Background: an optimization exercise with open tools, aiming at small area, a short achievable clock period and few clock cycles per item. Do not read the settings as production practice. At most, simulation tests tie the RTL to the original design; equivalence was not proved. For runs 1, 3 and 4, only the layout was checked, not whether the RTL still works. Power and IR drop assume default switching activity.

==> design.v <==
`timescale 1ns/10ps
module givens_cordic #(
   parameter int data_w = 13
) (
   input  logic                     clk,
   input  logic                     rst_n,
   input  logic                     start,
   input  logic                     mode,      
   input  logic [1:0]               pass,
   input  logic [4:0]               addr_hi,   
   input  logic [4:0]               addr_lo,   
   input  logic signed [data_w-1:0] op_x,
   input  logic signed [data_w-1:0] op_y,
   output logic                     done,
   output logic [4:0]               wr_hi,
   output logic [4:0]               wr_lo,
   output logic signed [data_w-1:0] res_x,
   output logic signed [data_w-1:0] res_y
);
   localparam int num_iter  = 8;
   localparam int ext_w     = data_w + 2;
   localparam int num_pass  = 3;
   localparam logic mode_vector = 1'b0;
   logic                    v_q    [1:num_iter];
   logic                    m_q    [1:num_iter];
   logic [1:0]              p_q    [1:num_iter];
   logic [4:0]              ah_q   [1:num_iter];
   logic [4:0]              al_q   [1:num_iter];
   logic signed [ext_w-1:0] x_q    [1:num_iter];
   logic signed [ext_w-1:0] y_q    [1:num_iter];
   logic [num_iter-1:0]     dir_q  [num_pass];
   logic                    v_s    [0:num_iter];
   logic                    m_s    [0:num_iter];
   logic [1:0]              p_s    [0:num_iter];
   logic [4:0]              ah_s   [0:num_iter];
   logic [4:0]              al_s   [0:num_iter];
   logic signed [ext_w-1:0] x_s    [0:num_iter];
   logic signed [ext_w-1:0] y_s    [0:num_iter];
   logic signed [ext_w-1:0] nx_s   [0:num_iter-1];
   logic signed [ext_w-1:0] ny_s   [0:num_iter-1];
   logic                    d_s    [0:num_iter-1];
   always_comb begin
      v_s[0]  = start;
      m_s[0]  = mode;
      p_s[0]  = pass;
      ah_s[0] = addr_hi;
      al_s[0] = addr_lo;
      x_s[0]  = ext_w'(op_x);
      y_s[0]  = ext_w'(op_y);
      for (int s = 1; s <= num_iter; s++) begin
         v_s[s]  = v_q[s];
         m_s[s]  = m_q[s];
         p_s[s]  = p_q[s];
         ah_s[s] = ah_q[s];
         al_s[s] = al_q[s];
         x_s[s]  = x_q[s];
         y_s[s]  = y_q[s];
      end
      for (int s = 0; s < num_iter; s++) begin
         if (m_s[s] == mode_vector) begin
            d_s[s] = (x_s[s][ext_w-1] == y_s[s][ext_w-1]);
         end else begin
            d_s[s] = dir_q[p_s[s]][s];
         end
         if (d_s[s]) begin
            nx_s[s] = x_s[s] + (y_s[s] >>> s);
            ny_s[s] = y_s[s] - (x_s[s] >>> s);
         end else begin
            nx_s[s] = x_s[s] - (y_s[s] >>> s);
            ny_s[s] = y_s[s] + (x_s[s] >>> s);
         end
      end
   end
   always_ff @(posedge clk or negedge rst_n) begin
      if (!rst_n) begin
         for (int s = 1; s <= num_iter; s++) begin
            v_q[s] <= 1'b0;
         end
      end else begin
         for (int s = 1; s <= num_iter; s++) begin
            v_q[s] <= v_s[s-1];
         end
      end
   end
   always_ff @(posedge clk) begin
      for (int s = 1; s <= num_iter; s++) begin
         m_q[s]  <= m_s[s-1];
         p_q[s]  <= p_s[s-1];
         ah_q[s] <= ah_s[s-1];
         al_q[s] <= al_s[s-1];
         x_q[s]  <= nx_s[s-1];
         y_q[s]  <= ny_s[s-1];
      end
      for (int s = 0; s < num_iter; s++) begin
         if (v_s[s] && m_s[s] == mode_vector) begin
            dir_q[p_s[s]][s] <= d_s[s];
         end
      end
   end
   logic signed [data_w+9:0] prod_x;
   logic signed [data_w+9:0] prod_y;
   assign prod_x = (data_w+10)'(x_s[num_iter]) * (data_w+10)'(622);
   assign prod_y = (data_w+10)'(y_s[num_iter]) * (data_w+10)'(622);
   assign done  = v_s[num_iter];
   assign wr_hi = ah_s[num_iter];
   assign wr_lo = al_s[num_iter];
   assign res_x = prod_x[data_w+9:10];
   assign res_y = prod_y[data_w+9:10];
endmodule
`timescale 1ns/10ps
module matrix_store #(
   parameter int data_w = 13
) (
   input  logic                       clk,
   input  logic                       rst_n,
   input  logic                       load_en,
   input  logic [2:0]                 load_row,
   input  logic [4*data_w-1:0]        in,
   input  logic [4:0]                 rd_hi,
   input  logic [4:0]                 rd_lo,
   output logic signed [data_w-1:0]   op_x,
   output logic signed [data_w-1:0]   op_y,
   input  logic                       wr_en,
   input  logic [4:0]                 wr_hi,
   input  logic [4:0]                 wr_lo,
   input  logic signed [data_w-1:0]   res_x,
   input  logic signed [data_w-1:0]   res_y,
   input  logic                       out_load,
   input  logic [2:0]                 out_row,
   output logic [4*data_w-1:0]        out
);
   localparam int num_rows = 8;
   localparam int num_cols = 4;
   logic signed [data_w-1:0] mat_q [num_rows*num_cols];
   logic [4*data_w-1:0]      out_q;
   always_ff @(posedge clk) begin
      for (int i = 0; i < num_rows*num_cols; i++) begin
         if (load_en && i[4:2] == load_row) begin
            mat_q[i] <= in[i[1:0]*data_w +: data_w];
         end else if (wr_en && i[4:0] == wr_hi) begin
            mat_q[i] <= res_x;
         end else if (wr_en && i[4:0] == wr_lo) begin
            mat_q[i] <= res_y;
         end
      end
   end
   assign op_x = mat_q[rd_hi];
   assign op_y = mat_q[rd_lo];
   always_ff @(posedge clk or negedge rst_n) begin
      if (!rst_n) begin
         out_q <= '0;
      end else begin
         for (int c = 0; c < num_cols; c++) begin
            out_q[c*data_w +: data_w] <= out_load ? mat_q[{out_row, c[1:0]}] : '0;
         end
      end
   end
   assign out = out_q;
endmodule
`timescale 1ns/10ps
module qr_sequencer (
   input  logic       clk,
   input  logic       rst_n,
   input  logic       valid,
   output logic       load_en,
   output logic [2:0] load_row,
   output logic       start,
   output logic       mode,
   output logic [1:0] pass,
   output logic [4:0] addr_hi,
   output logic [4:0] addr_lo,
   output logic       out_load,
   output logic [2:0] out_row,
   output logic       out_valid
);
   localparam logic mode_vector = 1'b0;
   localparam logic mode_rotate = 1'b1;
   localparam logic [3:0] last_round = 4'd9;
   localparam logic [3:0] last_phase = 4'd8;
   localparam logic [3:0] out_first  = 4'd6;
   localparam logic [3:0] out_last   = 4'd13;
   localparam logic [3:0] tail_last  = 4'd14;
   logic       loading_q;    
   logic [3:0] beats_q;      
   logic       calc_q;       
   logic [3:0] round_q;      
   logic [3:0] phase_q;      
   logic       tail_q;       
   logic [3:0] tail_cnt_q;
   logic       out_valid_q;
   logic       round_ok;
   logic       issue;
   logic       last_issue;
   assign load_en  = valid && loading_q;
   assign load_row = 3'(4'd7 - beats_q);
   assign round_ok   = (beats_q > round_q) || (beats_q == 4'd8);
   assign issue      = calc_q && (phase_q != '0 || round_ok);
   assign last_issue = issue && (round_q == last_round) && (phase_q == last_phase);
   always_ff @(posedge clk or negedge rst_n) begin
      if (!rst_n) begin
         loading_q   <= 1'b1;
         beats_q     <= '0;
         calc_q      <= 1'b0;
         round_q     <= 4'd1;
         phase_q     <= '0;
         tail_q      <= 1'b0;
         tail_cnt_q  <= '0;
         out_valid_q <= 1'b0;
      end else begin
         if (load_en) begin
            beats_q <= beats_q + 4'd1;
            calc_q  <= 1'b1;
            if (beats_q == 4'd7) begin
               loading_q <= 1'b0;
            end
         end
         if (issue) begin
            if (phase_q == last_phase) begin
               phase_q <= '0;
               round_q <= round_q + 4'd1;
            end else begin
               phase_q <= phase_q + 4'd1;
            end
         end
         if (last_issue) begin
            calc_q     <= 1'b0;
            tail_q     <= 1'b1;
            tail_cnt_q <= 4'd1;
         end
         if (tail_q) begin
            tail_cnt_q <= tail_cnt_q + 4'd1;
            if (tail_cnt_q == tail_last) begin
               tail_q    <= 1'b0;
               loading_q <= 1'b1;
               beats_q   <= '0;
               round_q   <= 4'd1;
            end
         end
         out_valid_q <= out_load;
      end
   end
   assign out_load  = tail_q && (tail_cnt_q >= out_first) && (tail_cnt_q <= out_last);
   assign out_row   = 3'(out_last - tail_cnt_q);
   assign out_valid = out_valid_q;
   logic [1:0] c_ph;
   logic [1:0] j_ph;
   always_comb begin
      case (phase_q)
         4'd0:    begin c_ph = 2'd0; j_ph = 2'd0; end
         4'd1:    begin c_ph = 2'd0; j_ph = 2'd1; end
         4'd2:    begin c_ph = 2'd1; j_ph = 2'd1; end
         4'd3:    begin c_ph = 2'd0; j_ph = 2'd2; end
         4'd4:    begin c_ph = 2'd1; j_ph = 2'd2; end
         4'd5:    begin c_ph = 2'd2; j_ph = 2'd2; end
         4'd6:    begin c_ph = 2'd0; j_ph = 2'd3; end
         4'd7:    begin c_ph = 2'd1; j_ph = 2'd3; end
         default: begin c_ph = 2'd2; j_ph = 2'd3; end
      endcase
   end
   logic [3:0] k_op;
   logic [2:0] row_lo;
   assign k_op   = round_q - {2'b00, c_ph, 1'b0};
   assign row_lo = 3'(4'd8 - k_op);
   logic       start_q;
   logic       mode_q;
   logic [1:0] pass_q;
   logic [4:0] addr_hi_q;
   logic [4:0] addr_lo_q;
   always_ff @(posedge clk or negedge rst_n) begin
      if (!rst_n) begin
         start_q <= 1'b0;
      end else begin
         start_q <= issue && (k_op >= 4'd1) && (k_op <= 4'd7 - {2'b00, c_ph});
      end
   end
   always_ff @(posedge clk) begin
      mode_q    <= (c_ph == j_ph) ? mode_vector : mode_rotate;
      pass_q    <= c_ph;
      addr_hi_q <= {row_lo - 3'd1, j_ph};
      addr_lo_q <= {row_lo, j_ph};
   end
   assign start   = start_q;
   assign mode    = mode_q;
   assign pass    = pass_q;
   assign addr_hi = addr_hi_q;
   assign addr_lo = addr_lo_q;
endmodule
`timescale 1ns/10ps
module qr_cordic_top #(
   parameter int data_w = 13
) (
   input  logic                clk,
   input  logic                rst_n,
   input  logic                valid,
   input  logic [4*data_w-1:0] in,
   output logic                out_valid,
   output logic [4*data_w-1:0] out
);
   logic       load_en;
   logic [2:0] load_row;
   logic       out_load;
   logic [2:0] out_row;
   logic                     gv_start;
   logic                     gv_mode;
   logic [1:0]               gv_pass;
   logic [4:0]               gv_addr_hi;
   logic [4:0]               gv_addr_lo;
   logic signed [data_w-1:0] gv_op_x;
   logic signed [data_w-1:0] gv_op_y;
   logic                     gv_done;
   logic [4:0]               gv_wr_hi;
   logic [4:0]               gv_wr_lo;
   logic signed [data_w-1:0] gv_res_x;
   logic signed [data_w-1:0] gv_res_y;
   qr_sequencer qr_sequencer_i (
      .clk       (clk),
      .rst_n     (rst_n),
      .valid     (valid),
      .load_en   (load_en),
      .load_row  (load_row),
      .start     (gv_start),
      .mode      (gv_mode),
      .pass      (gv_pass),
      .addr_hi   (gv_addr_hi),
      .addr_lo   (gv_addr_lo),
      .out_load  (out_load),
      .out_row   (out_row),
      .out_valid (out_valid)
   );
   matrix_store #(.data_w(data_w)) matrix_store_i (
      .clk      (clk),
      .rst_n    (rst_n),
      .load_en  (load_en),
      .load_row (load_row),
      .in       (in),
      .rd_hi    (gv_addr_hi),
      .rd_lo    (gv_addr_lo),
      .op_x     (gv_op_x),
      .op_y     (gv_op_y),
      .wr_en    (gv_done),
      .wr_hi    (gv_wr_hi),
      .wr_lo    (gv_wr_lo),
      .res_x    (gv_res_x),
      .res_y    (gv_res_y),
      .out_load (out_load),
      .out_row  (out_row),
      .out      (out)
   );
   givens_cordic #(.data_w(data_w)) givens_cordic_i (
      .clk     (clk),
      .rst_n   (rst_n),
      .start   (gv_start),
      .mode    (gv_mode),
      .pass    (gv_pass),
      .addr_hi (gv_addr_hi),
      .addr_lo (gv_addr_lo),
      .op_x    (gv_op_x),
      .op_y    (gv_op_y),
      .done    (gv_done),
      .wr_hi   (gv_wr_hi),
      .wr_lo   (gv_wr_lo),
      .res_x   (gv_res_x),
      .res_y   (gv_res_y)
   );
endmodule
==> run.sh <==
#!/bin/bash
# synth_recipe.tcl (not shown) runs the flow's synth.tcl, then flattens the netlist and writes it again
# the make line also repeats each setting of config.mk as NAME=value (left out here)
make -C /OpenROAD-flow-scripts/flow DESIGN_CONFIG=/design/flow/config.mk WORK_HOME=/design/flow/orfs CLKGATE_MAP_FILE= SYNTH_SCRIPT=/design/flow/synth_recipe.tcl finish
==> config.mk <==
export PLATFORM = sky130hd
export DESIGN_NAME = qr_cordic_top
export DESIGN_NICKNAME = qr_cordic_top
export VERILOG_FILES = /design/flow/design.v
export SDC_FILE = /design/flow/constraint.sdc
export NUM_CORES = 4
export LEC_CHECK = 0
export ABC_CLOCK_PERIOD_IN_PS = 3500
export CAP_MARGIN = 20
export CORE_MARGIN = 2
export CORE_UTILIZATION = 30
export SLEW_MARGIN = 20
==> constraint.sdc <==
create_clock -name core_clock -period 12.5 [get_ports {clk}]
set_input_delay 2.5000 -clock core_clock [delete_from_list [all_inputs] [get_ports {clk}]]
set_output_delay 2.5000 -clock core_clock [all_outputs]
set_load 0.01 [all_outputs]
==> results of run 1 <==
==> registers in the layout (all words and copies together) (netlist names), 5 cells and up <==
| signal | count |
|---|---|
| givens_cordic_i.dir_q | 24 |
| givens_cordic_i.ah_q | 40 |
| givens_cordic_i.m_q | 7 |
| matrix_store_i.out_q | 52 |
| givens_cordic_i.al_q | 24 |
| givens_cordic_i.x_q | 119 |
| givens_cordic_i.v_q | 8 |
| matrix_store_i.mat_q | 416 |
| qr_sequencer_i.addr_hi_q | 5 |
| givens_cordic_i.p_q | 14 |
| givens_cordic_i.y_q | 118 |
==> report_power, final <==
group,switching [mW],total [mW],internal (mW)
logic,0.0414,0.0578,0.0164
registers,0,2.92,2.92
clock network,1.38,3.13,1.75
==> placed cells by master (no fill, tap or decap), types with 29 or more instances in the layout <==
| master | count |
|---|---|
| a211oi_1 | 65 |
| a21o_1 | 49 |
| a21oi_1 | 466 |
| a221oi_1 | 113 |
| a222oi_1 | 69 |
| a22o_1 | 88 |
| a22oi_1 | 280 |
| a31oi_1 | 72 |
| and3_1 | 41 |
| buf_4 | 204 |
| clkbuf_16 | 109 |
| clkdlybuf4s50_1 | 106 |
| dfrtp_1 | 79 |
| dfxtp_1 | 333 |
| edfxtp_1 | 440 |
| fa_1 | 124 |
| ha_1 | 390 |
| inv_1 | 413 |
| mux2_2 | 31 |
| mux2i_1 | 90 |
| nand2_1 | 656 |
| nand2b_1 | 29 |
| nand3_1 | 364 |
| nand4_1 | 36 |
| nor2_1 | 465 |
| nor2_2 | 45 |
| nor3_1 | 172 |
| nor4_1 | 29 |
| o211ai_1 | 39 |
| o21a_1 | 33 |
| o21ai_0 | 308 |
| o21ai_1 | 53 |
| o21bai_1 | 43 |
| o221ai_1 | 96 |
| or3_1 | 37 |
| xnor2_1 | 230 |
| xor2_1 | 114 |
==> layer usage <==
metal	track usage, %	part of all wire (%)	up-vias
met3	12.1	14	1342
met2	40.4	41	4542
li1	-	-	24632
met5	0.260	0.079	-
met1	33.8	37	27700
met4	18.0	8.1	12
==> through the flow <==
step,cell area (sq um),hold slack (ns),power (mW),instances,setup WS [ns]
4_1_cts,67700,0.322,6.14,9401,6.47
3_5_place_dp,64200,0.312,3.04,9210,6.51
3_3_place_gp,64200,0.310,3.04,9210,6.50
2_1_floorplan,59700,0.310,3.00,6738,7.35
5_1_grt,67700,0.331,6.24,9402,6.25
6_report,67700,0.320,6.11,9415,6.55
==> area by class of cell <==
class | count | area, sq um
antenna | 14 | 35.0
clock buffer | 126 | 2860
clock inverter | 65 | 602
fill | 20103 | 130000
inverter | 419 | 1570
multi-input combinational | 4987 | 34900
sequential | 854 | 21900
tap | 2640 | 3300
timing repair buffer | 310 | 2590
==> path summary, 6_finish.rpt <==
path	to	cells past startpoint
worst min-delay path	givens_cordic_i.ah_q[8][1]	0
min in group asynchronous	matrix_store_i.out_q[27]	1
worst min register to register	givens_cordic_i.ah_q[8][1]	0
max in group asynchronous	matrix_store_i.out_q[46]	2
worst max-delay path	matrix_store_i.mat_q[11][8]	19
worst max register to register	matrix_store_i.mat_q[11][8]	19
==> logic make-up after synthesis <==
kind of cell             after synthesis  share of synthesized area (%)
AO/OA/AOI/OAI                       1938                           22.1
buffers and inverters                897                           5.79
adder cells (fa/ha/maj)              519                           12.4
multiplexers                         121                           2.09
flip-flops                           854                           36.7
AND/OR/NAND/NOR                     2046                           15.6
XOR/XNOR                             363                           5.33
==> results.json, run 1 <==
{
  "final.setup.tns_ns": 0,
  "dp_hpwl_um": 213000,
  "overflow": 0,
  "crit_path_start": "givens_cordic_i.x_q[8][7]",
  "grt_max_degree": 65,
  "synth_nets": 7312,
  "finalCritPeriodShare_pct": 47.6,
  "syn_avg_cell_area_sq_um": 8.87,
  "crit_required_ns": 13.01,
  "route.detailed.drc": 0,
  "max_freq_ghz": 0.168,
  "viasPerCell": 6.18,
  "ys_ff_latch": 854,
  "cts_setup_buffers": 0,
  "synthToLayoutAreaGrowth_pct": 13.4,
  "slew_violations": 0,
  "max_stage_delay_ns": 0.55,
  "nets": 7247,
  "core_area_sq_um": 198000,
  "grt_pass1_wl_um": 411000,
  "numPortBuffers": 107,
  "seq_area_frac_synth_pct": 36.7,
  "worstPathCellList": "ha_1, inv_1, fa_1, fa_1, inv_1, fa_1, inv_1, fa_1, inv_1, ha_1, nand3_1, nand2_2, o31a_2, o41ai_2, o21ai_1, a211o_1, o221ai_2, buf_4, o221ai_1",
  "detail-route-antenna-nets": 0,
  "timing.rr.start": "givens_cordic_i.x_q[8][7]",
  "io_pins": 108,
  "drt_iter0_markers": 9486,
  "path_class": "flop to flop",
  "p_per_area_nw_per_um2": 90.2,
  "routedWlPerCell_um": 31.3,
  "yosys.area.top_type": "edfxtp_1",
  "hold_path_class": "flop to flop",
  "cts-root-buf": "clkbuf_16",
  "cp_slowest_cell": "fa_1",
  "synthDistinctLibCells": 95,
  "cp-start-kind": "flop",
  "ys.flop_type": "edfxtp_1",
  "min_from": "givens_cordic_i.ah_q[7][1]",
  "netlist_instances": 6738,
  "tritoncts": "yes",
  "routed_wl_um": 294000,
  "yosysWarnings": 21,
  "die_w_um": 450,
  "syn_area_sq_um": 59700,
  "drive_above_1_share_pct": 8.71,
  "crit_family": "adder cells",
  "skew_ns": 0.0974,
  "track_usage_pct": 28.0,
  "worstMarginPinSlew_ns": 1.12,
  "grt_pass1_vias": 54417,
  "clockBufferDepth": 3,
  "worstPathBufferInverterCount": 5,
  "path_clk_slew_ns": 0.06,
  "synth.area.top_cells": "edfxtp_1, dfxtp_1, ha_1, fa_1, nand2_1",
  "clk_latency_ns": 0.84,
  "setup_viol": 0,
  "dieArea_sq_um": 203000,
  "final.min_clock_period_ns": 5.95,
  "dr.pass1.iters": 12,
  "initial_utilization_pct": 30.2,
  "clkSinkCount": 854,
  "rows": 163,
  "synth_commonest_cells": "nand2_1, nor2_1, a21oi_1, edfxtp_1, inv_1",
  "htree_levels": 3,
  "regToRegSetupSlack_ns": 6.55,
  "arrival_ns": 6.46,
  "cts_resized": 0,
  "async_flop_share_pct": 9.48,
  "synth_top_cell_area_share_pct": 22.1,
  "cts_hold_buf": 0,
  "cts_buffers": 101,
  "hold_violations": 0,
  "rsz0062_at_grt": "no",
  "endpoint_kind": "flop",
  "post-route-util_pct": 34.3,
  "gp_congestion": 1.12,
  "p_leak_nw": 26.3,
  "synth-edff-count": 440,
  "die_y_um": 450,
  "drv_cap": 0,
  "status": "complete, no violations",
  "antenna_found_initial": 19,
  "slew_headroom_pct": 25.2,
  "cp_max_fo": 32,
  "yosysMostFrequentCell": "nand2_1",
  "vias": 58228,
  "ir_drop_mv": 0.112
}
==> inputs of run 2 (changes only) <==
--- a/design.v
+++ b/design.v
@@ -7,13 +7,13 @@
    input  logic                     start,
    input  logic                     mode,      
    input  logic [1:0]               pass,
-   input  logic [4:0]               addr_hi,   
-   input  logic [4:0]               addr_lo,   
+   input  logic [2:0]               row,       
+   input  logic [1:0]               col,
    input  logic signed [data_w-1:0] op_x,
    input  logic signed [data_w-1:0] op_y,
    output logic                     done,
-   output logic [4:0]               wr_hi,
-   output logic [4:0]               wr_lo,
+   output logic [2:0]               wr_row,
+   output logic [1:0]               wr_col,
    output logic signed [data_w-1:0] res_x,
    output logic signed [data_w-1:0] res_y
 );
@@ -24,16 +24,16 @@
    logic                    v_q    [1:num_iter];
    logic                    m_q    [1:num_iter];
    logic [1:0]              p_q    [1:num_iter];
-   logic [4:0]              ah_q   [1:num_iter];
-   logic [4:0]              al_q   [1:num_iter];
+   logic [2:0]              r_q    [1:num_iter];
+   logic [1:0]              c_q    [1:num_iter];
    logic signed [ext_w-1:0] x_q    [1:num_iter];
    logic signed [ext_w-1:0] y_q    [1:num_iter];
    logic [num_iter-1:0]     dir_q  [num_pass];
    logic                    v_s    [0:num_iter];
    logic                    m_s    [0:num_iter];
    logic [1:0]              p_s    [0:num_iter];
-   logic [4:0]              ah_s   [0:num_iter];
-   logic [4:0]              al_s   [0:num_iter];
+   logic [2:0]              r_s    [0:num_iter];
+   logic [1:0]              c_s    [0:num_iter];
    logic signed [ext_w-1:0] x_s    [0:num_iter];
    logic signed [ext_w-1:0] y_s    [0:num_iter];
    logic signed [ext_w-1:0] nx_s   [0:num_iter-1];
@@ -43,16 +43,16 @@
       v_s[0]  = start;
       m_s[0]  = mode;
       p_s[0]  = pass;
-      ah_s[0] = addr_hi;
-      al_s[0] = addr_lo;
+      r_s[0]  = row;
+      c_s[0]  = col;
       x_s[0]  = ext_w'(op_x);
       y_s[0]  = ext_w'(op_y);
       for (int s = 1; s <= num_iter; s++) begin
          v_s[s]  = v_q[s];
          m_s[s]  = m_q[s];
          p_s[s]  = p_q[s];
-         ah_s[s] = ah_q[s];
-         al_s[s] = al_q[s];
+         r_s[s]  = r_q[s];
+         c_s[s]  = c_q[s];
          x_s[s]  = x_q[s];
          y_s[s]  = y_q[s];
       end
@@ -86,8 +86,8 @@
       for (int s = 1; s <= num_iter; s++) begin
          m_q[s]  <= m_s[s-1];
          p_q[s]  <= p_s[s-1];
-         ah_q[s] <= ah_s[s-1];
-         al_q[s] <= al_s[s-1];
+         r_q[s]  <= r_s[s-1];
+         c_q[s]  <= c_s[s-1];
          x_q[s]  <= nx_s[s-1];
          y_q[s]  <= ny_s[s-1];
       end
@@ -97,15 +97,19 @@
          end
       end
    end
-   logic signed [data_w+9:0] prod_x;
-   logic signed [data_w+9:0] prod_y;
-   assign prod_x = (data_w+10)'(x_s[num_iter]) * (data_w+10)'(622);
-   assign prod_y = (data_w+10)'(y_s[num_iter]) * (data_w+10)'(622);
+   logic [data_w+8:0] ext_x;
+   logic [data_w+8:0] ext_y;
+   logic [data_w+8:0] prod_x;
+   logic [data_w+8:0] prod_y;
+   assign ext_x  = (data_w+9)'(x_s[num_iter]);
+   assign ext_y  = (data_w+9)'(y_s[num_iter]);
+   assign prod_x = (ext_x << 8) + (ext_x << 6) - (ext_x << 3) - ext_x;
+   assign prod_y = (ext_y << 8) + (ext_y << 6) - (ext_y << 3) - ext_y;
    assign done  = v_s[num_iter];
-   assign wr_hi = ah_s[num_iter];
-   assign wr_lo = al_s[num_iter];
-   assign res_x = prod_x[data_w+9:10];
-   assign res_y = prod_y[data_w+9:10];
+   assign wr_row = r_s[num_iter];
+   assign wr_col = c_s[num_iter];
+   assign res_x  = prod_x[data_w+8:9];
+   assign res_y  = prod_y[data_w+8:9];
 endmodule
 `timescale 1ns/10ps
 module matrix_store #(
@@ -116,13 +120,13 @@
    input  logic                       load_en,
    input  logic [2:0]                 load_row,
    input  logic [4*data_w-1:0]        in,
-   input  logic [4:0]                 rd_hi,
-   input  logic [4:0]                 rd_lo,
+   input  logic [2:0]                 rd_row,    
+   input  logic [1:0]                 rd_col,
    output logic signed [data_w-1:0]   op_x,
    output logic signed [data_w-1:0]   op_y,
    input  logic                       wr_en,
-   input  logic [4:0]                 wr_hi,
-   input  logic [4:0]                 wr_lo,
+   input  logic [2:0]                 wr_row,
+   input  logic [1:0]                 wr_col,
    input  logic signed [data_w-1:0]   res_x,
    input  logic signed [data_w-1:0]   res_y,
    input  logic                       out_load,
@@ -133,19 +137,23 @@
    localparam int num_cols = 4;
    logic signed [data_w-1:0] mat_q [num_rows*num_cols];
    logic [4*data_w-1:0]      out_q;
+   logic signed [data_w-1:0] res_even;
+   logic signed [data_w-1:0] res_odd;
+   logic [2:0]               wr_row_hi;
+   assign res_even  = wr_row[0] ? res_x : res_y;
+   assign res_odd   = wr_row[0] ? res_y : res_x;
+   assign wr_row_hi = wr_row - 3'd1;
    always_ff @(posedge clk) begin
       for (int i = 0; i < num_rows*num_cols; i++) begin
          if (load_en && i[4:2] == load_row) begin
             mat_q[i] <= in[i[1:0]*data_w +: data_w];
-         end else if (wr_en && i[4:0] == wr_hi) begin
-            mat_q[i] <= res_x;
-         end else if (wr_en && i[4:0] == wr_lo) begin
-            mat_q[i] <= res_y;
+         end else if (wr_en && i[1:0] == wr_col && (i[4:2] == wr_row || i[4:2] == wr_row_hi)) begin
+            mat_q[i] <= i[2] ? res_odd : res_even;
          end
       end
    end
-   assign op_x = mat_q[rd_hi];
-   assign op_y = mat_q[rd_lo];
+   assign op_x = mat_q[{rd_row - 3'd1, rd_col}];
+   assign op_y = mat_q[{rd_row, rd_col}];
    always_ff @(posedge clk or negedge rst_n) begin
       if (!rst_n) begin
          out_q <= '0;
@@ -167,8 +175,8 @@
    output logic       start,
    output logic       mode,
    output logic [1:0] pass,
-   output logic [4:0] addr_hi,
-   output logic [4:0] addr_lo,
+   output logic [2:0] row,
+   output logic [1:0] col,
    output logic       out_load,
    output logic [2:0] out_row,
    output logic       out_valid
@@ -264,8 +272,8 @@
    logic       start_q;
    logic       mode_q;
    logic [1:0] pass_q;
-   logic [4:0] addr_hi_q;
-   logic [4:0] addr_lo_q;
+   logic [2:0] row_q;
+   logic [1:0] col_q;
    always_ff @(posedge clk or negedge rst_n) begin
       if (!rst_n) begin
          start_q <= 1'b0;
@@ -276,14 +284,14 @@
    always_ff @(posedge clk) begin
       mode_q    <= (c_ph == j_ph) ? mode_vector : mode_rotate;
       pass_q    <= c_ph;
-      addr_hi_q <= {row_lo - 3'd1, j_ph};
-      addr_lo_q <= {row_lo, j_ph};
+      row_q     <= row_lo;
+      col_q     <= j_ph;
    end
    assign start   = start_q;
    assign mode    = mode_q;
    assign pass    = pass_q;
-   assign addr_hi = addr_hi_q;
-   assign addr_lo = addr_lo_q;
+   assign row     = row_q;
+   assign col     = col_q;
 endmodule
 `timescale 1ns/10ps
 module qr_cordic_top #(
@@ -303,13 +311,13 @@
    logic                     gv_start;
    logic                     gv_mode;
    logic [1:0]               gv_pass;
-   logic [4:0]               gv_addr_hi;
-   logic [4:0]               gv_addr_lo;
+   logic [2:0]               gv_row;
+   logic [1:0]               gv_col;
    logic signed [data_w-1:0] gv_op_x;
    logic signed [data_w-1:0] gv_op_y;
    logic                     gv_done;
-   logic [4:0]               gv_wr_hi;
-   logic [4:0]               gv_wr_lo;
+   logic [2:0]               gv_wr_row;
+   logic [1:0]               gv_wr_col;
    logic signed [data_w-1:0] gv_res_x;
    logic signed [data_w-1:0] gv_res_y;
    qr_sequencer qr_sequencer_i (
@@ -321,8 +329,8 @@
       .start     (gv_start),
       .mode      (gv_mode),
       .pass      (gv_pass),
-      .addr_hi   (gv_addr_hi),
-      .addr_lo   (gv_addr_lo),
+      .row       (gv_row),
+      .col       (gv_col),
       .out_load  (out_load),
       .out_row   (out_row),
       .out_valid (out_valid)
@@ -333,13 +341,13 @@
       .load_en  (load_en),
       .load_row (load_row),
       .in       (in),
-      .rd_hi    (gv_addr_hi),
-      .rd_lo    (gv_addr_lo),
+      .rd_row   (gv_row),
+      .rd_col   (gv_col),
       .op_x     (gv_op_x),
       .op_y     (gv_op_y),
       .wr_en    (gv_done),
-      .wr_hi    (gv_wr_hi),
-      .wr_lo    (gv_wr_lo),
+      .wr_row   (gv_wr_row),
+      .wr_col   (gv_wr_col),
       .res_x    (gv_res_x),
       .res_y    (gv_res_y),
       .out_load (out_load),
@@ -352,13 +360,13 @@
       .start   (gv_start),
       .mode    (gv_mode),
       .pass    (gv_pass),
-      .addr_hi (gv_addr_hi),
-      .addr_lo (gv_addr_lo),
+      .row     (gv_row),
+      .col     (gv_col),
       .op_x    (gv_op_x),
       .op_y    (gv_op_y),
       .done    (gv_done),
-      .wr_hi   (gv_wr_hi),
-      .wr_lo   (gv_wr_lo),
+      .wr_row  (gv_wr_row),
+      .wr_col  (gv_wr_col),
       .res_x   (gv_res_x),
       .res_y   (gv_res_y)
    );
==> run 2 against run 1 <==
Cell area shrank 11%. Critical path depth shrank 7. Largest power group is now registers. Clock power shrank 9.6%. Hold slack lost 0.044 ns. Highest routed layer unchanged. Still clean. Area after synthesis shrank 11%.
==> results.json, run 2 <==
{
  "overflow": 0,
  "detail-route-antenna-nets": 0,
  "finalCritPeriodShare_pct": 44.3,
  "core_area_sq_um": 176000,
  "grt_pass1_vias": 45999,
  "grt_max_degree": 83,
  "whs_endpoint": "givens_cordic_i.r_q[7][2]",
  "regToRegSetupSlack_ns": 6.97,
  "async_flop_share_pct": 9.79,
  "slew_headroom_pct": 19.2,
  "switchingPower_mw": 1.28,
  "rr_endpoint": "matrix_store_i.mat_q[16][9]",
  "rsz0062_at_grt": "no",
  "rows": 154,
  "dp_hpwl_um": 152000,
  "p_per_area_nw_per_um2": 95.0,
  "synth-edff-count": 440,
  "syn_area_sq_um": 53400,
  "final_cell_mix": "nor2_1, edfxtp_1, a21oi_1, a22oi_1, nand2_1",
  "multiInputGateArea_sq_um": 30100,
  "num-fill-cells": 17937,
  "synthDistinctLibCells": 93,
  "clk_latency_ns": 0.75,
  "cts_buffers": 93,
  "cts_resized": 0,
  "cp-start-kind": "flop",
  "routedWlPerCell_um": 26.8,
  "power.internal_mw": 4.45,
  "timing.rr.start": "givens_cordic_i.y_q[8][5]",
  "p_total_mw": 5.73,
  "p_comb_share_pct": 1.0,
  "nets": 6152,
  "design_area_sq_um": 60300,
  "dr.pass1.iters": 10,
  "clockBufferDepth": 3,
  "gp_congestion": 1.00,
  "antenna_found_initial": 16,
  "path_class": "flop to flop",
  "drt_iter0_markers": 6736,
  "routed_wl_um": 218000,
  "htree_levels": 3,
  "dieArea_sq_um": 181000,
  "io_pins": 108,
  "numPortBuffers": 107,
  "synth_nets": 6225,
  "stdcell_count": 8122,
  "dpl_cell_area_sq_um": 57100,
  "cts-root-buf": "clkbuf_16",
  "hold_violations": 0,
  "whs_ns": 0.276,
  "final.min_clock_period_ns": 5.53,
  "worstPathCellList": "inv_1, fa_1, fa_1, inv_1, ha_1, nand4_1, or2_2, a21oi_1, o21a_1, o31ai_1, nand3_1, a31oi_1",
  "switching_share_pct": 22.3,
  "cp_slowest_cell": "nand3_1",
  "mostFrequentLayoutCell": "nor2_1",
  "initial_utilization_pct": 30.3,
  "place_inst": 7938,
  "clkSinkCount": 827,
  "worstMarginPinSlew_ns": 1.21,
  "synth_commonest_cells": "nor2_1, edfxtp_1, a21oi_1, a22oi_1, nand2_1",
  "register_area_sq_um": 21400,
  "synth.area.top_cells": "edfxtp_1, dfxtp_1, ha_1, a22oi_1, nor2_1",
  "drive_above_1_share_pct": 8.36,
  "slew_violations": 0,
  "cp_max_fo": 16,
  "p_leak_nw": 23.2,
  "ir_drop_mv": 0.125,
  "viasPerCell": 5.93,
  "synthToLayoutAreaGrowth_pct": 12.9,
  "crit_required_ns": 12.97,
  "yosys.area.top_type": "edfxtp_1",
  "cts_hold_buf": 0,
  "path_clk_slew_ns": 0.06,
  "dpl_worst_slack_ns": 6.96,
  "final.setup.tns_ns": 0,
  "die_y_um": 426,
  "endpoint_kind": "flop",
  "worst-r2r-cell-count": 12,
  "die_w_um": 426,
  "ys.flop_type": "edfxtp_1",
  "skew_ns": 0.0710,
  "grt_pass1_wl_um": 314000,
  "arrival_ns": 6.01,
  "hold_path_class": "flop to flop",
  "synth_top_cell_area_share_pct": 24.7,
  "yosysMostFrequentCell": "nor2_1",
  "min_from": "givens_cordic_i.r_q[6][2]",
  "clkPwrFrac_pct": 49.5,
  "drv_cap": 0,
  "largest_register_ffs": 416,
  "crit_family": "compound AO/OA/AOI/OAI gates",
  "max_stage_delay_ns": 0.97,
  "crit_path_start": "givens_cordic_i.y_q[8][5]",
  "post-route-util_pct": 34.2,
  "setup_slack_ns": 6.97,
  "status": "complete, no violations",
  "power_frac_seq_pct": 49.5,
  "ys_ff_latch": 827,
  "setup_viol": 0,
  "largestRegisters": "matrix_store_i.mat_q: 416 flops, givens_cordic_i.y_q: 119 flops, givens_cordic_i.x_q: 118 flops",
  "max_freq_ghz": 0.181,
  "yosysWarnings": 21,
  "cts_setup_buffers": 0,
  "track_usage_pct": 23.3,
  "hold_path_depth": 0,
  "largest-register": "matrix_store_i.mat_q",
  "route.detailed.drc": 0,
  "netlist_instances": 5770,
  "vias": 48134,
  "seq_area_frac_synth_pct": 40.0,
  "worstPathBufferInverterCount": 2,
  "tritoncts": "yes",
  "syn_avg_cell_area_sq_um": 9.26
}
## run 2: worst max-delay path by stage
stage                                  endpoint  cells after the start  slack, ns
finish              matrix_store_i.mat_q[16][9]                     12       6.97
global route        matrix_store_i.mat_q[14][8]                     11       6.83
CTS                 matrix_store_i.mat_q[26][5]                     12       7.18
detailed placement  matrix_store_i.mat_q[13][5]                      5       6.96
global placement    matrix_store_i.mat_q[13][5]                      5       7.04
floorplan            matrix_store_i.mat_q[0][0]                      6       7.99
## run 2: cells by family (layout without fill, tap and decap cells)
kind of cell	count (synthesis)	in the layout	share of synthesized area (%)
buf+inv	603	610	4.42
xor+xnor	334	334	5.48
compound gates	1821	1821	22.5
simple gates	1622	1622	13.9
other cells	0	5	0
fa+ha+maj	400	400	10.3
flops	827	827	40.0
mux	163	163	3.37
## run 2: layer usage
layer,part of all wire (%),GRT usage (%)
met3,13,7.34
met5,0.0060,0
met2,42,34.6
met4,8.1,15.2
met1,38,28.9
## run 2: layout make-up
class | count | share of cell area, %
diodes | 5 | 0.0208
clock buffers | 125 | 4.42
clock inverters | 50 | 0.753
inverters | 238 | 1.48
multi-input cells | 4340 | 50.0
flip-flops and latches | 827 | 35.4
well taps | 2340 | 4.86
repair buffers | 197 | 3.04
## run 2: power groups by stage
stage	logic, mW	registers (mW)	clock network, mW
floorplan	0.0172	2.89	0
global placement	0.0559	2.89	0
detailed placement	0.0557	2.89	0
CTS	0.0560	2.83	2.87
global route	0.0581	2.83	2.97
finish	0.0575	2.83	2.83
Testbench counts of run 2, summed over its fixed seeds: cycles 9,312, matrices 96.
==> inputs of run 3 (changes only) <==
--- a/design.v
+++ b/design.v
@@ -7,6 +7,8 @@
    input  logic                     start,
    input  logic                     mode,      
    input  logic [1:0]               pass,
+   input  logic                     nxt_mode,
+   input  logic [1:0]               nxt_pass,
    input  logic [2:0]               row,       
    input  logic [1:0]               col,
    input  logic signed [data_w-1:0] op_x,
@@ -29,6 +31,9 @@
    logic signed [ext_w-1:0] x_q    [1:num_iter];
    logic signed [ext_w-1:0] y_q    [1:num_iter];
    logic [num_iter-1:0]     dir_q  [num_pass];
+   logic                    rot_d_q [0:num_iter-1];
+   logic                    rot_d_s [0:num_iter-1];
+   logic                    vec_d_s [0:num_iter-1];
    logic                    v_s    [0:num_iter];
    logic                    m_s    [0:num_iter];
    logic [1:0]              p_s    [0:num_iter];
@@ -57,11 +62,8 @@
          y_s[s]  = y_q[s];
       end
       for (int s = 0; s < num_iter; s++) begin
-         if (m_s[s] == mode_vector) begin
-            d_s[s] = (x_s[s][ext_w-1] == y_s[s][ext_w-1]);
-         end else begin
-            d_s[s] = dir_q[p_s[s]][s];
-         end
+         vec_d_s[s] = (x_s[s][ext_w-1] == y_s[s][ext_w-1]);
+         d_s[s]     = (m_s[s] == mode_vector) ? vec_d_s[s] : rot_d_q[s];
          if (d_s[s]) begin
             nx_s[s] = x_s[s] + (y_s[s] >>> s);
             ny_s[s] = y_s[s] - (x_s[s] >>> s);
@@ -82,7 +84,18 @@
          end
       end
    end
+   always_comb begin
+      rot_d_s[0] = (v_s[0] && m_s[0] == mode_vector && p_s[0] == nxt_pass)
+                   ? vec_d_s[0] : dir_q[nxt_pass][0];
+      for (int s = 1; s < num_iter; s++) begin
+         rot_d_s[s] = (v_s[s] && m_s[s] == mode_vector && p_s[s] == p_s[s-1])
+                      ? vec_d_s[s] : dir_q[p_s[s-1]][s];
+      end
+   end
    always_ff @(posedge clk) begin
+      for (int s = 0; s < num_iter; s++) begin
+         rot_d_q[s] <= rot_d_s[s];
+      end
       for (int s = 1; s <= num_iter; s++) begin
          m_q[s]  <= m_s[s-1];
          p_q[s]  <= p_s[s-1];
@@ -175,6 +188,8 @@
    output logic       start,
    output logic       mode,
    output logic [1:0] pass,
+   output logic       nxt_mode,
+   output logic [1:0] nxt_pass,
    output logic [2:0] row,
    output logic [1:0] col,
    output logic       out_load,
@@ -287,6 +302,8 @@
       row_q     <= row_lo;
       col_q     <= j_ph;
    end
+   assign nxt_mode = (c_ph == j_ph) ? mode_vector : mode_rotate;
+   assign nxt_pass = c_ph;
    assign start   = start_q;
    assign mode    = mode_q;
    assign pass    = pass_q;
@@ -311,6 +328,8 @@
    logic                     gv_start;
    logic                     gv_mode;
    logic [1:0]               gv_pass;
+   logic                     gv_nxt_mode;
+   logic [1:0]               gv_nxt_pass;
    logic [2:0]               gv_row;
    logic [1:0]               gv_col;
    logic signed [data_w-1:0] gv_op_x;
@@ -329,6 +348,8 @@
       .start     (gv_start),
       .mode      (gv_mode),
       .pass      (gv_pass),
+      .nxt_mode  (gv_nxt_mode),
+      .nxt_pass  (gv_nxt_pass),
       .row       (gv_row),
       .col       (gv_col),
       .out_load  (out_load),
@@ -360,6 +381,8 @@
       .start   (gv_start),
       .mode    (gv_mode),
       .pass    (gv_pass),
+      .nxt_mode (gv_nxt_mode),
+      .nxt_pass (gv_nxt_pass),
       .row     (gv_row),
       .col     (gv_col),
       .op_x    (gv_op_x),
==> flow/run.sh (new file) <==
#!/bin/bash
# Standard layout (the standard.sh, standard synthesis unchanged), with
# timing repair asked to leave a setup margin so that the layout is pushed
# below the design's clock period. Each step's output goes to its own log.
set -euo pipefail
bash standard.sh SETUP_SLACK_MARGIN=8.5 synth > log_synth.txt 2>&1
bash standard.sh SETUP_SLACK_MARGIN=8.5 floorplan > log_floorplan.txt 2>&1
bash standard.sh SETUP_SLACK_MARGIN=8.5 place > log_place.txt 2>&1
bash standard.sh SETUP_SLACK_MARGIN=8.5 cts > log_cts.txt 2>&1
bash standard.sh SETUP_SLACK_MARGIN=8.5 finish > log_finish.txt 2>&1
==> standard.sh (new file) <==
#!/bin/bash
# synth_recipe.tcl (not shown) runs the flow's synth.tcl, then flattens the netlist and writes it again
# the make line also repeats each setting of config.mk as NAME=value (left out here)
make -C /OpenROAD-flow-scripts/flow DESIGN_CONFIG=/design/flow/config.mk WORK_HOME=/design/flow/orfs CLKGATE_MAP_FILE= SYNTH_SCRIPT=/design/flow/synth_recipe.tcl "${@:-finish}"
removed: run.sh
==> run 3 against run 2 <==
Still clean on timing, DRC and antenna. Sequential power barely moved. Area after synthesis fell by 1.2%. Wire length is 2.8% higher. Critical path type unchanged. Highest routed layer unchanged.
==> results.json, run 3 <==
{
  "status": "complete, no violations",
  "grt_max_degree": 74,
  "multiInputGateArea_sq_um": 31000,
  "top_layer_used": "met5",
  "die_y_um": 423,
  "cp_slowest_cell": "or4_4",
  "synth_nets": 5979,
  "drv_cap": 0,
  "max_stage_delay_ns": 0.54,
  "cts-root-buf": "clkbuf_16",
  "routed-wl-met3_um": 25900,
  "post-route-util_pct": 36.7,
  "clockBufferDepth": 3,
  "final.setup.tns_ns": 0,
  "rsz0062_at_grt": "yes",
  "synth.area.top_cells": "edfxtp_1, dfxtp_1, ha_1, a21oi_1, a22oi_1",
  "drt-met1-wl_um": 84400,
  "max_freq_ghz": 0.232,
  "whs_ns": 0.326,
  "largestRegisters": "matrix_store_i.mat_q: 416 flops, givens_cordic_i.y_q: 119 flops, givens_cordic_i.x_q: 118 flops",
  "htree_levels": 3,
  "clkSinkCount": 835,
  "routed_wl_um": 224000,
  "overflow": 0,
  "vias": 47561,
  "syn_avg_cell_area_sq_um": 9.55,
  "dr_wl_met2_um": 95700,
  "viasPerCell": 5.89,
  "place_inst": 7706,
  "syn_area_sq_um": 52800,
  "core_area_sq_um": 174000,
  "ir_drop_mv": 0.113,
  "clk_latency_ns": 0.75,
  "synth-edff-count": 440,
  "hold_path_class": "flop to flop",
  "dieArea_sq_um": 179000,
  "final.min_clock_period_ns": 4.31,
  "cts_buffers": 89,
  "synthDistinctLibCells": 83,
  "cp-start-kind": "flop",
  "drt_iter0_markers": 6539,
  "path_clk_slew_ns": 0.07,
  "antenna_found_initial": 15,
  "p_leak_nw": 24.0,
  "seq_area_frac_synth_pct": 40.8,
  "yosys.area.top_type": "edfxtp_1",
  "dr.pass1.iters": 10,
  "slew_headroom_pct": 18.6,
  "synthToLayoutAreaGrowth_pct": 21.2,
  "netlist_instances": 5523,
  "route.detailed.drc": 0,
  "nets": 6115,
  "critPathMostFrequentCell": "nor2_2",
  "hold_violations": 0,
  "track_usage_pct": 23.4,
  "dp_hpwl_um": 146000,
  "async_flop_share_pct": 9.70,
  "routedWlPerCell_um": 27.7,
  "ys.flop_type": "edfxtp_1",
  "worstMarginPinSlew_ns": 1.22,
  "drive_above_1_share_pct": 16.3,
  "largest_register_ffs": 416,
  "skew_ns": 0.0834,
  "crit_family": "compound AO/OA/AOI/OAI gates",
  "synth_top_cell_area_share_pct": 25.0,
  "worstPathCellList": "nand2b_4, buf_4, nor2_2, buf_6, a22o_1, a221oi_1, or4b_1, or4_4, o21a_4, ha_4, inv_4, a21oi_4, nor2_2, a211oi_4, buf_4, nor2_2, o21ai_1, a22o_1, xnor2_1",
  "largest-register": "matrix_store_i.mat_q",
  "tritoncts": "yes",
  "numPortBuffers": 107,
  "initial_utilization_pct": 30.3,
  "gp_congestion": 0.961,
  "synth_commonest_cells": "nor2_1, a21oi_1, edfxtp_1, nand2_1, ha_1",
  "ys_ff_latch": 835,
  "p_per_area_nw_per_um2": 88.9,
  "mostFrequentLayoutCell": "nor2_1",
  "yosysWarnings": 24,
  "final_cell_mix": "nor2_1, edfxtp_1, a21oi_1, nand2_1, ha_1",
  "io_pins": 108,
  "endpoint_kind": "flop",
  "detail-route-antenna-nets": 0,
  "finalCritPeriodShare_pct": 34.5,
  "grt_pass1_wl_um": 311000,
  "arrival_ns": 4.93,
  "stdcell_count": 8075,
  "design_area_sq_um": 64000,
  "setup_viol": 0,
  "slew_violations": 0,
  "num-fill-cells": 17143,
  "grt_pass1_vias": 44953,
  "crit_required_ns": 13.12,
  "die_w_um": 423,
  "yosysMostFrequentCell": "nor2_1",
  "dpl_cell_area_sq_um": 56600,
  "worstPathBufferInverterCount": 4,
  "path_class": "flop to flop",
  "cp_max_fo": 26,
  "rows": 153,
  "register_area_sq_um": 21600
}
-- run 3: cell count changes in the layout (fill, tap and decap cells not counted), sizes merged, moves of 59 or more --
cell,change
a22o,+101
nor2,-147
buf,+167
o21ai,-89
a31oi,-70
o21a,+59
a22oi,-114
-- run 3: logic make-up (layout without fill, tap and decap cells) --
kind of cell	after synthesis	count (layout)	synth area share (%)
compound gates	1762	1762	22.9
xor+xnor	383	383	6.40
fa+ha+maj	401	401	10.4
buf+inv	618	825	4.44
flops	835	835	40.8
mux	160	160	3.32
other cells	0	16	0
simple gates	1364	1368	11.8
-- run 3: layout make-up --
class / instances / share of cell area, %
Timing Repair inverter: 3 / 0.0235
Timing Repair Buffer: 378 / 6.66
Clock buffer: 117 / 3.87
Multi-Input combinational cell: 4074 / 48.5
Antenna cell: 16 / 0.0626
Sequential cell: 835 / 33.8
Inverter: 278 / 1.71
Clock inverter: 49 / 0.873
Tap cell: 2325 / 4.55
-- run 3: metrics by stage --
| stage | total power [mW] | setup WS, ns |
|---|---|---|
| floorplan | 2.94 | 8.42 |
| global placement | 2.98 | 7.01 |
| detailed placement | 2.98 | 6.93 |
| CTS | 5.72 | 8.21 |
| global route | 5.83 | 8.09 |
| finish | 5.69 | 8.19 |
-- run 3: power breakdown --
part           internal [mW]  total, mW  switching (mW)
combinational         0.0153     0.0608          0.0455
sequential              2.86       2.86               0
clock                   1.54       2.77            1.23
-- run 3: timing repair --
action	CTS	global route
endpoints found under the setup margin	878	567
buffers inserted	65	98
resized for setup	335	259
pin swaps	61	129
hold buffers	0	0
cloned	13	10
-- run 3: per-layer routing --
| layer | track usage (%) | vias to the layer above |
|---|---|---|
| met1 | 28.9 | 22585 |
| met4 | 13.4 | 6 |
| met5 | 0 | - |
| li1 | - | 20731 |
| met2 | 36.1 | 3206 |
| met3 | 7.19 | 1033 |
-- run 3: worst paths after layout --
check,to,cells past startpoint,start,slack (ns)
setup / recovery,givens_cordic_i.x_q[1][10],19,qr_sequencer_i.row_q[2],8.19
hold / removal,givens_cordic_i.c_q[8][1],0,givens_cordic_i.c_q[7][1],0.33
setup reg to reg,givens_cordic_i.x_q[1][10],19,qr_sequencer_i.row_q[2],8.19
hold reg to reg,givens_cordic_i.c_q[8][1],0,givens_cordic_i.c_q[7][1],0.33
max in group asynchronous,matrix_store_i.out_q[8],2,rst_n,9.56
min in group asynchronous,matrix_store_i.out_q[7],1,rst_n,1.72
==> inputs of run 4 (changes only) <==
--- a/design.v
+++ b/design.v
@@ -4,6 +4,8 @@
 ) (
    input  logic                     clk,
    input  logic                     rst_n,
+   input  logic signed [data_w-1:0] op_x,
+   input  logic signed [data_w-1:0] op_y,
    input  logic                     start,
    input  logic                     mode,      
    input  logic [1:0]               pass,
@@ -11,8 +13,6 @@
    input  logic [1:0]               nxt_pass,
    input  logic [2:0]               row,       
    input  logic [1:0]               col,
-   input  logic signed [data_w-1:0] op_x,
-   input  logic signed [data_w-1:0] op_y,
    output logic                     done,
    output logic [2:0]               wr_row,
    output logic [1:0]               wr_col,
@@ -30,6 +30,12 @@
    logic [1:0]              c_q    [1:num_iter];
    logic signed [ext_w-1:0] x_q    [1:num_iter];
    logic signed [ext_w-1:0] y_q    [1:num_iter];
+   logic signed [data_w-1:0] x0_q;
+   logic signed [data_w-1:0] y0_q;
+   always_ff @(posedge clk) begin
+      x0_q <= op_x;
+      y0_q <= op_y;
+   end
    logic [num_iter-1:0]     dir_q  [num_pass];
    logic                    rot_d_q [0:num_iter-1];
    logic                    rot_d_s [0:num_iter-1];
@@ -50,8 +56,8 @@
       p_s[0]  = pass;
       r_s[0]  = row;
       c_s[0]  = col;
-      x_s[0]  = ext_w'(op_x);
-      y_s[0]  = ext_w'(op_y);
+      x_s[0]  = ext_w'(x0_q);
+      y_s[0]  = ext_w'(y0_q);
       for (int s = 1; s <= num_iter; s++) begin
          v_s[s]  = v_q[s];
          m_s[s]  = m_q[s];
@@ -130,7 +136,7 @@
 ) (
    input  logic                       clk,
    input  logic                       rst_n,
-   input  logic                       load_en,
+   input  logic                       load_wr,
    input  logic [2:0]                 load_row,
    input  logic [4*data_w-1:0]        in,
    input  logic [2:0]                 rd_row,    
@@ -158,21 +164,43 @@
    assign wr_row_hi = wr_row - 3'd1;
    always_ff @(posedge clk) begin
       for (int i = 0; i < num_rows*num_cols; i++) begin
-         if (load_en && i[4:2] == load_row) begin
+         if (load_wr && i[4:2] == load_row) begin
             mat_q[i] <= in[i[1:0]*data_w +: data_w];
          end else if (wr_en && i[1:0] == wr_col && (i[4:2] == wr_row || i[4:2] == wr_row_hi)) begin
             mat_q[i] <= i[2] ? res_odd : res_even;
          end
       end
    end
-   assign op_x = mat_q[{rd_row - 3'd1, rd_col}];
-   assign op_y = mat_q[{rd_row, rd_col}];
+   logic [1:0]               rd_even;
+   logic [1:0]               rd_odd;
+   logic signed [data_w-1:0] even_c [num_cols];
+   logic signed [data_w-1:0] odd_c  [num_cols];
+   logic signed [data_w-1:0] even_q;
+   logic signed [data_w-1:0] odd_q;
+   assign rd_even = out_load ? out_row[2:1] : rd_row[2:1];
+   assign rd_odd  = out_load ? out_row[2:1]
+                  : rd_row[0] ? rd_row[2:1] : rd_row[2:1] - 2'd1;
+   always_comb begin
+      for (int c = 0; c < num_cols; c++) begin
+         even_c[c] = mat_q[{rd_even, 1'b0, c[1:0]}];
+         odd_c[c]  = mat_q[{rd_odd, 1'b1, c[1:0]}];
+      end
+   end
+   assign even_q = even_c[rd_col];
+   assign odd_q  = odd_c[rd_col];
+   assign op_x   = rd_row[0] ? even_q : odd_q;
+   assign op_y   = (wr_en && wr_row_hi == rd_row && wr_col == rd_col) ? res_x
+                 : rd_row[0] ? odd_q : even_q;
    always_ff @(posedge clk or negedge rst_n) begin
       if (!rst_n) begin
          out_q <= '0;
       end else begin
          for (int c = 0; c < num_cols; c++) begin
-            out_q[c*data_w +: data_w] <= out_load ? mat_q[{out_row, c[1:0]}] : '0;
+            out_q[c*data_w +: data_w] <= !out_load ? '0
+                                       : out_row[0] ? odd_c[c] : even_c[c];
+         end
+         if (out_load && wr_en && wr_col == 2'd3 && wr_row == out_row) begin
+            out_q[3*data_w +: data_w] <= res_y;
          end
       end
    end
@@ -183,13 +211,15 @@
    input  logic       clk,
    input  logic       rst_n,
    input  logic       valid,
-   output logic       load_en,
+   output logic       load_wr,
    output logic [2:0] load_row,
    output logic       start,
    output logic       mode,
    output logic [1:0] pass,
    output logic       nxt_mode,
    output logic [1:0] nxt_pass,
+   output logic [2:0] rd_row,
+   output logic [1:0] rd_col,
    output logic [2:0] row,
    output logic [1:0] col,
    output logic       out_load,
@@ -214,9 +244,12 @@
    logic       round_ok;
    logic       issue;
    logic       last_issue;
+   logic       load_en;
    assign load_en  = valid && loading_q;
+   assign load_wr  = loading_q;
    assign load_row = 3'(4'd7 - beats_q);
-   assign round_ok   = (beats_q > round_q) || (beats_q == 4'd8);
+   assign round_ok   = (beats_q > round_q) || (beats_q == 4'd8)
+                    || (round_q == 4'd1 && beats_q == 4'd1 && load_en);
    assign issue      = calc_q && (phase_q != '0 || round_ok);
    assign last_issue = issue && (round_q == last_round) && (phase_q == last_phase);
    always_ff @(posedge clk or negedge rst_n) begin
@@ -284,31 +317,44 @@
    logic [2:0] row_lo;
    assign k_op   = round_q - {2'b00, c_ph, 1'b0};
    assign row_lo = 3'(4'd8 - k_op);
-   logic       start_q;
-   logic       mode_q;
-   logic [1:0] pass_q;
-   logic [2:0] row_q;
-   logic [1:0] col_q;
+   logic       a_start_q;
+   logic       a_mode_q;
+   logic [1:0] a_pass_q;
+   logic [2:0] a_row_q;
+   logic [1:0] a_col_q;
+   logic       b_start_q;
+   logic       b_mode_q;
+   logic [1:0] b_pass_q;
+   logic [2:0] b_row_q;
+   logic [1:0] b_col_q;
    always_ff @(posedge clk or negedge rst_n) begin
       if (!rst_n) begin
-         start_q <= 1'b0;
+         a_start_q <= 1'b0;
+         b_start_q <= 1'b0;
       end else begin
-         start_q <= issue && (k_op >= 4'd1) && (k_op <= 4'd7 - {2'b00, c_ph});
+         a_start_q <= issue && (k_op >= 4'd1) && (k_op <= 4'd7 - {2'b00, c_ph});
+         b_start_q <= a_start_q;
       end
    end
    always_ff @(posedge clk) begin
-      mode_q    <= (c_ph == j_ph) ? mode_vector : mode_rotate;
-      pass_q    <= c_ph;
-      row_q     <= row_lo;
-      col_q     <= j_ph;
-   end
-   assign nxt_mode = (c_ph == j_ph) ? mode_vector : mode_rotate;
-   assign nxt_pass = c_ph;
-   assign start   = start_q;
-   assign mode    = mode_q;
-   assign pass    = pass_q;
-   assign row     = row_q;
-   assign col     = col_q;
+      a_mode_q <= (c_ph == j_ph) ? mode_vector : mode_rotate;
+      a_pass_q <= c_ph;
+      a_row_q  <= row_lo;
+      a_col_q  <= j_ph;
+      b_mode_q <= a_mode_q;
+      b_pass_q <= a_pass_q;
+      b_row_q  <= a_row_q;
+      b_col_q  <= a_col_q;
+   end
+   assign rd_row   = a_row_q;
+   assign rd_col   = a_col_q;
+   assign nxt_mode = a_mode_q;
+   assign nxt_pass = a_pass_q;
+   assign start    = b_start_q;
+   assign mode     = b_mode_q;
+   assign pass     = b_pass_q;
+   assign row      = b_row_q;
+   assign col      = b_col_q;
 endmodule
 `timescale 1ns/10ps
 module qr_cordic_top #(
@@ -321,7 +367,7 @@
    output logic                out_valid,
    output logic [4*data_w-1:0] out
 );
-   logic       load_en;
+   logic       load_wr;
    logic [2:0] load_row;
    logic       out_load;
    logic [2:0] out_row;
@@ -330,6 +376,8 @@
    logic [1:0]               gv_pass;
    logic                     gv_nxt_mode;
    logic [1:0]               gv_nxt_pass;
+   logic [2:0]               gv_rd_row;
+   logic [1:0]               gv_rd_col;
    logic [2:0]               gv_row;
    logic [1:0]               gv_col;
    logic signed [data_w-1:0] gv_op_x;
@@ -343,13 +391,15 @@
       .clk       (clk),
       .rst_n     (rst_n),
       .valid     (valid),
-      .load_en   (load_en),
+      .load_wr   (load_wr),
       .load_row  (load_row),
       .start     (gv_start),
       .mode      (gv_mode),
       .pass      (gv_pass),
       .nxt_mode  (gv_nxt_mode),
       .nxt_pass  (gv_nxt_pass),
+      .rd_row    (gv_rd_row),
+      .rd_col    (gv_rd_col),
       .row       (gv_row),
       .col       (gv_col),
       .out_load  (out_load),
@@ -359,11 +409,11 @@
    matrix_store #(.data_w(data_w)) matrix_store_i (
       .clk      (clk),
       .rst_n    (rst_n),
-      .load_en  (load_en),
+      .load_wr  (load_wr),
       .load_row (load_row),
       .in       (in),
-      .rd_row   (gv_row),
-      .rd_col   (gv_col),
+      .rd_row   (gv_rd_row),
+      .rd_col   (gv_rd_col),
       .op_x     (gv_op_x),
       .op_y     (gv_op_y),
       .wr_en    (gv_done),
==> flow/run.sh (replaced) <==
#!/bin/bash
# Standard layout (the standard.sh, standard synthesis unchanged), with
# timing repair asked to leave a setup margin so that the layout is pushed
# below the design's clock period. Each step's output goes to its own log.
set -euo pipefail
M=SETUP_SLACK_MARGIN=8.7
for step in synth floorplan place cts finish; do
  bash standard.sh $M $step > log_$step.txt 2>&1
done
--- a/config.mk
+++ b/config.mk
@@ -5,8 +5,7 @@
 export SDC_FILE = /design/flow/constraint.sdc
 export NUM_CORES = 4
 export LEC_CHECK = 0
-export ABC_CLOCK_PERIOD_IN_PS = 3500
-export CAP_MARGIN = 20
+export CAP_MARGIN = 30
 export CORE_MARGIN = 2
 export CORE_UTILIZATION = 30
-export SLEW_MARGIN = 20
+export SLEW_MARGIN = 30
==> run 4 against run 3 <==
Flip-flop and latch count increased by 35. Area after synthesis fell by 3.0%. Clock skew is 0.054 ns lower. Critical path depth is 5 lower. Fmax is 3.8% higher. Register-to-register slack better by 0.16 ns. Still clean. Power grew 2.7%. Hold slack got worse by 0.0054 ns. Non-clock buffer count down 75. Critical endpoint is now matrix_store_i.mat_q[20][11]. Final cell count shrank 5.1%. Sequential share of layout area increased by 2.3 points.
==> results.json, run 4 <==
{
  "clkSinkCount": 870,
  "finalCritPeriodShare_pct": 33.2,
  "max_stage_delay_ns": 0.58,
  "critPathMostFrequentCell": "inv_2",
  "regToRegSetupSlack_ns": 8.34,
  "die_y_um": 417,
  "die_w_um": 417,
  "cts_buffers": 89,
  "synthDistinctLibCells": 88,
  "synth-edff-count": 440,
  "clockBufferDepth": 3,
  "worstMarginPinSlew_ns": 1.13,
  "antenna_found_initial": 10,
  "setup_viol": 0,
  "max_freq_ghz": 0.241,
  "dp_hpwl_um": 122000,
  "p_per_area_nw_per_um2": 94.3,
  "nets": 5824,
  "p_leak_nw": 24.8,
  "worst-r2r-cell-count": 14,
  "crit_required_ns": 12.97,
  "dpl_worst_slack_ns": 7.44,
  "track_usage_pct": 20.0,
  "worstPathCellList": "inv_2, fa_2, inv_2, fa_1, ha_4, and3_4, or4_4, a211oi_4, buf_6, o21ai_4, and4b_2, o31ai_4, o211ai_1, o21a_1",
  "switching_share_pct": 21.6,
  "path_class": "flop to flop",
  "synth.area.top_cells": "edfxtp_1, dfxtp_1, ha_1, nor2_1, xnor2_1",
  "place_inst": 7353,
  "initial_utilization_pct": 30.2,
  "whs_ns": 0.321,
  "vias": 41714,
  "dieArea_sq_um": 174000,
  "yosysWarnings": 26,
  "arrival_ns": 4.63,
  "crit_path_start": "givens_cordic_i.x_q[8][0]",
  "largest_register_ffs": 416,
  "ys_ff_latch": 870,
  "syn_area_sq_um": 51200,
  "seq_area_frac_synth_pct": 43.4,
  "status": "complete, no violations",
  "numPortBuffers": 107,
  "syn_avg_cell_area_sq_um": 9.76,
  "clkPwrFrac_pct": 48.3,
  "endpoint_kind": "flop",
  "ys.flop_type": "edfxtp_1",
  "multiInputGateArea_sq_um": 29300,
  "netlist_instances": 5245,
  "rsz0062_at_grt": "yes",
  "power.internal_mw": 4.58,
  "tritoncts": "yes",
  "rows": 151,
  "path_clk_slew_ns": 0.06,
  "yosys.area.top_type": "edfxtp_1",
  "grt_pass1_wl_um": 261000,
  "largestRegisters": "matrix_store_i.mat_q: 416 flops, givens_cordic_i.y_q: 119 flops, givens_cordic_i.x_q: 118 flops",
  "drv_cap": 0,
  "grt_pass1_vias": 40303,
  "largest-register": "matrix_store_i.mat_q",
  "gp_congestion": 0.920,
  "cp-start-kind": "flop",
  "timing.rr.start": "givens_cordic_i.x_q[8][0]",
  "async_flop_share_pct": 9.43,
  "power_frac_seq_pct": 50.8,
  "viasPerCell": 5.44,
  "skew_ns": 0.0299,
  "cts-root-buf": "clkbuf_16",
  "synthToLayoutAreaGrowth_pct": 21.0,
  "p_comb_share_pct": 0.9,
  "register_area_sq_um": 22300,
  "drt_iter0_markers": 4105,
  "dr.pass1.iters": 9,
  "slew_headroom_pct": 24.7,
  "ir_drop_mv": 0.0977,
  "grt_max_degree": 57,
  "synth_top_cell_area_share_pct": 25.8,
  "final.min_clock_period_ns": 4.16,
  "cp_max_fo": 4,
  "routed_wl_um": 181000,
  "yosysMostFrequentCell": "nor2_1",
  "synth_commonest_cells": "nor2_1, edfxtp_1, a21oi_1, dfxtp_1, ha_1",
  "slew_violations": 0,
  "hold_path_class": "flop to flop",
  "cts_hold_buf": 0,
  "drive_above_1_share_pct": 16.8,
  "clk_latency_ns": 0.73,
  "io_pins": 108,
  "stdcell_count": 7667,
  "final_cell_mix": "nor2_1, edfxtp_1, ha_1, a21oi_1, dfxtp_1",
  "route.detailed.drc": 0,
  "synth_nets": 5705,
  "htree_levels": 3,
  "core_area_sq_um": 169000,
  "detail-route-antenna-nets": 0,
  "rr_endpoint": "matrix_store_i.mat_q[20][11]",
  "final.setup.tns_ns": 0,
  "overflow": 0,
  "endpoint": "matrix_store_i.mat_q[20][11]",
  "setup_slack_ns": 8.34,
  "routedWlPerCell_um": 23.7,
  "cp_slowest_cell": "fa_2",
  "switchingPower_mw": 1.26,
  "num-fill-cells": 16526,
  "mostFrequentLayoutCell": "nor2_1",
  "hold_violations": 0
}
[run 4: timing repair]
action                     CTS  global route
pin swaps                  131           144
gates resized for setup    633           205
buffers inserted            61            53
gates cloned                16             4
setup endpoints to repair  587           486
[run 4: how the worst min path moves through the flow]
stage	from	end	slack, ns	depth (start not counted)
floorplan	qr_sequencer_i.b_col_q[0]	givens_cordic_i.c_q[1][0]	0.31	0
global placement	givens_cordic_i.c_q[5][0]	givens_cordic_i.c_q[6][0]	0.31	0
detailed placement	givens_cordic_i.r_q[7][2]	givens_cordic_i.r_q[8][2]	0.31	0
CTS	givens_cordic_i.r_q[1][1]	givens_cordic_i.r_q[2][1]	0.32	0
global route	givens_cordic_i.r_q[4][1]	givens_cordic_i.r_q[5][1]	0.33	0
finish	givens_cordic_i.r_q[1][1]	givens_cordic_i.r_q[2][1]	0.32	0
[run 4: power by group through the flow]
stage                     sequential [mW]  clock, mW  combinational, mW
after detailed placement             3.03          0             0.0512
after global routing                 2.97       2.96             0.0545
after CTS                            2.97       2.84             0.0515
final                                2.97       2.82             0.0531
after floorplan                      3.03          0             0.0136
after global placement               3.03          0             0.0507
[run 4: logic make-up (layout without fill, tap and decap cells)]
kind of cell / count (synthesis) / count (layout) / share of synthesized area [%]
other cells: 0 / 10 / 0
simple gates: 1441 / 1443 / 12.5
mux: 226 / 229 / 4.85
buf+inv: 558 / 747 / 4.27
compound gates: 1347 / 1347 / 17.3
fa+ha+maj: 405 / 405 / 10.8
flops: 870 / 870 / 43.4
xor+xnor: 398 / 398 / 6.81
[run 4: through the flow]
stage	instance area, sq um	utilization, %	power (mW)
after floorplan	51300	-	3.05
after CTS	60400	35.7	5.87
final	62000	36.6	5.84
after global routing	61900	36.6	5.98
after global placement	54800	32.4	3.08
after detailed placement	55200	32.5	3.08
[run 4: metal layers]
metal | GRT usage, % | part of all wire, % | wire length [um]
met3 | 4.67 | 9.2 | 16600
met4 | 13.8 | 7.7 | 13900
met2 | 31.3 | 45 | 80800
met5 | 0 | 0 | 0
met1 | 24.4 | 39 | 70100
[run 4: worst max-delay path, delay by kind of cell (launching register included)]
family	cells	cell delay, ns
AND/OR/NAND/NOR	3	0.91
buffers and inverters	3	0.25
adder cells (fa/ha/maj)	3	1.32
AO/OA/AOI/OAI	5	1.10
flip-flops	1	0.34
[run 4: final cells by class]
type | instances | area share [%]
Multi-Input combinational cell | 3822 | 47.2
Sequential cell | 870 | 36.1
Timing Repair Buffer | 303 | 5.46
Tap cell | 2218 | 4.48
Clock buffer | 129 | 4.23
Inverter | 275 | 1.75
Clock inverter | 37 | 0.717
Antenna cell | 10 | 0.0404
Timing Repair inverter | 3 | 0.0303

## port drivers added, routing unchanged
No port has a modelled driver above. Below, the same layouts with a new extraction and two added sets of constraints.
Step 1 (the two cells are an assumption about what drives the block):
set clk [get_ports {clk}]
set_driving_cell -lib_cell sky130_fd_sc_hd__clkbuf_16 $clk
set_driving_cell -lib_cell sky130_fd_sc_hd__buf_2 [delete_from_list [all_inputs] $clk]
Step 2 adds t to the input delays and takes it off the output delays; t is the mean of the earliest and latest rising clock arrival at the registers after step 1. Input paths then give back, and output paths get back, about the clock's delay inside the block.
Slacks: no drivers / after step 1 / after step 2; pairs: no drivers / after step 1.
run	t (ns)	setup slack, ns	cell pins on the clock port's net
run 1	0.889	6.547 / 6.547 / 6.338	1
run 2	0.792	6.967 / 6.967 / 6.900	1
run 3	0.798	8.186 / 8.186 / 7.580	1
run 4	0.794	8.345 / 8.345 / 8.066	1
After both steps setup and hold are still met in every run listed. The setup slack of run 3, which loses most, moves by 0.000 ns with the drivers and by -0.606 ns with both steps.
